Source: an optimization exercise on an open RTL-to-GDS flow (aim: small area, a short achievable clock period and few clock cycles per item). Production flows keep margins and buffers that such runs may drop.
In this exercise RTL edits were held to simulation tests only and were not proved equivalent to the original.

Setup of amber:
## segment_intersection_test
module segment_intersection_test #(
   parameter int COORD_BITS = sit_pkg::COORD_BITS_DEF
) (
   input  logic                         clock,
   input  logic                         reset,
   input  logic                         req_valid,
   output logic                         req_ready,
   input  logic signed [COORD_BITS-1:0] req_a_start_x,
   input  logic signed [COORD_BITS-1:0] req_a_start_y,
   input  logic signed [COORD_BITS-1:0] req_a_end_x,
   input  logic signed [COORD_BITS-1:0] req_a_end_y,
   input  logic signed [COORD_BITS-1:0] req_b_start_x,
   input  logic signed [COORD_BITS-1:0] req_b_start_y,
   input  logic signed [COORD_BITS-1:0] req_b_end_x,
   input  logic signed [COORD_BITS-1:0] req_b_end_y,
   output logic                         rsp_valid,
   input  logic                         rsp_ready,
   output logic                         rsp_hit,
   output logic [1:0]                   rsp_hit_kind
);
   localparam int NS = sit_pkg::DP_STAGES;    
  ...
Size: roughly 5600 cells after synthesis, roughly 140 I/O pins, ~65000 um2 of cells after synthesis.
export LEC_CHECK = 0
export CAP_MARGIN = 20
export CORE_MARGIN = 2
export CORE_UTILIZATION = 50
export PLACE_DENSITY = 0.75
export SETUP_SLACK_MARGIN = 4.7
export SLEW_MARGIN = 20
export SYNTH_HIERARCHICAL = 1
create_clock -name core_clock -period 8.0 [get_ports {clock}]
run.sh (not shown) runs the stock make flow with config.mk's settings and CLKGATE_MAP_FILE= SYNTH_SCRIPT=/design/flow/synth_recipe.tcl, a recipe that flattens the netlist after the stock synthesis.
Testbench counts of amber, summed over its fixed seeds: cycles 16,048, items 16,000.
Inputs modified between amber and willow:
Settings: PLACE_DENSITY removed (was 0.75).
Results
| met1 track demand over resource | willow vs amber | 3.9 points higher |
Re synthesized-area fraction occupied by ao, oa, aoi and oai cells: no difference whatsoever between amber and willow.
amber reports its destination of the critical timing path as u_dp.r5748_3$_DFF_P_ while willow reports u_dp.r4880_2$_DFF_P_.
Compared willow vs amber, and slew at the pin with the worst max-slew slack is down in willow.
On first-iteration DRC count: between amber and willow, it ends up higher for amber.
willow vs. amber: worst hold slack now sits at about the same level, slack of the critical path increased by 94 ps relative to the old numbers, fmax up 7.8 MHz.
Relative to willow, the following input files were edited for delta:
Settings: PLACE_DENSITY now 0.5, previously not set; GPL_ROUTABILITY_DRIVEN now 0, previously not set.
==> results.txt <==
[compare] base=willow new=delta: worst hold margin lower; tightest slew margin relative to the limit lower. Between willow and delta, the area growth from synthesis to final layout does not differ in any meaningful way. Worst reg-to-reg setup slack: delta lower than willow. Diff delta..willow | final core utilization | negligible. Looking at worst endpoint required time across delta and willow, the one that comes out lower is delta. In terms of routed wire length, delta and willow differ only marginally.
Modified inputs, pepper compared to delta
Settings: clearing GPL_ROUTABILITY_DRIVEN, which used to be 0; swapping 4.7 for 4.85 in SETUP_SLACK_MARGIN.
==> comparison <==
Between delta and pepper, the flow reports half-perimeter wire length of the detailed placement result increasing slightly.
NOTE final non-filler cell total delta->pepper increased slightly
The following lists how maple was set up differently from pepper:
Settings: PLACE_DENSITY removed (was 0.5); CTS_CLUSTER_SIZE newly set to 30; SETUP_SLACK_MARGIN changed from 4.85 to 4.7; CTS_BUF_LIST newly set to sky130_fd_sc_hd__clkbuf_4 sky130_fd_sc_hd__clkbuf_8; CORE_UTILIZATION changed from 50 to 60.
maple has completed all stages; timing, DRC and antenna checks passed. Re synthesized cell count: no difference whatsoever between pepper and maple. In maple the clock buffer count in the final layout turned out 86 higher than in pepper. The higher number of global-route vias before repair came out of pepper. Cell area on maple is ahead of pepper. On maple: arrival time of data at the critical path endpoint is 260 ps higher than what pepper gave. Taking pepper as the reference point, the utilization of maple rises by 8.5 points. Of pepper and maple, maple shows the lower met1 wire length, with pepper above it.
Inputs modified between maple and nickel:
Settings: a change of CORE_UTILIZATION from 60 to 50; a deleted CTS_BUF_LIST that had been sky130_fd_sc_hd__clkbuf_4 sky130_fd_sc_hd__clkbuf_8; an added PLACE_DENSITY of 0.42; a deleted CTS_CLUSTER_SIZE that had been 30.
Findings:
Highest metal layer with signal wires = met4: nickel; highest metal layer with signal wires = met5: maple
Summary: with maple as the reference, wire length of the first global-routing pass in nickel moved up by a few percent.
Between maple and nickel, the die area is higher for nickel.
Comparing maple and nickel, the lower overall track demand over capacity in global routing is on nickel.
The worst hold slack of nickel and that of maple are within noise of each other.
The multi-input gate share of total cell area reported for nickel is smaller than that of maple by 0.42 points.
maple → nickel: utilization -11 points; final-layout fill cell count +34%; routed wire length +about 5%.
Diff maple and nickel: worst slew margin relative to its limit higher in nickel

---

Starting RTL as in the previous note.
export LEC_CHECK = 0
export CAP_MARGIN = 20
export CORE_MARGIN = 2
export CORE_UTILIZATION = 50
export SETUP_SLACK_MARGIN = 4.4
export SLEW_MARGIN = 20
export SYNTH_HIERARCHICAL = 1
create_clock -name core_clock -period 8.0 [get_ports {clock}]
Testbench counts at the start, summed over its fixed seeds: cycles 16,048, items 16,000.
Edit:
Settings changed: CAP_MARGIN 20 to 10, SETUP_SLACK_MARGIN 4.4 to 4.7, SLEW_MARGIN 20 to 10.
The new run passed the timing, DRC and antenna checks.
Synthesized cell count stays the same.
Non-clock buffer count went up by 126.
Cell area came out higher by a few percent.
Worst hold slack stays flat.
Area after synthesis stays the same.
Maximum frequency grows by a few percent.
Core utilization rises by 2.4 points.
Wire length increases by a few percent.

[re-timing with driven ports]
No port has a modelled driver above. Below, the same layouts with a new extraction and two added sets of constraints.
Step 1 assumes that a clkbuf_16 drives the clock port and a buf_2 every other input.
Step 2 also shifts input and output timing later by t, the mid clock arrival at the registers, as if the neighbouring blocks saw the same clock.
a / b / c = ideal ports / drivers / drivers and shift; a / b = the first two.
run	shift t [ns]	setup slack, ns	worst setup path at the end
amber	0.799	4.494 / 4.494 / 3.992	input to register
willow	0.769	4.587 / 4.587 / 4.065	input to register
delta	0.795	4.533 / 4.533 / 3.976	input to register
pepper	0.795	4.541 / 4.541 / 4.158	input to register
maple	0.899	4.463 / 4.463 / 3.913	input to register
nickel	0.786	4.604 / 4.604 / 3.986	input to register
the first run of note 2	0.777	4.423 / 4.423 / 3.738	input to register
the second run of note 2	0.769	4.587 / 4.587 / 4.065	input to register
After both steps setup and hold are still met in every run listed. For the first run of note 2, which loses most, drivers alone change the setup slack by 0.000 ns; drivers and shift together by -0.685 ns.
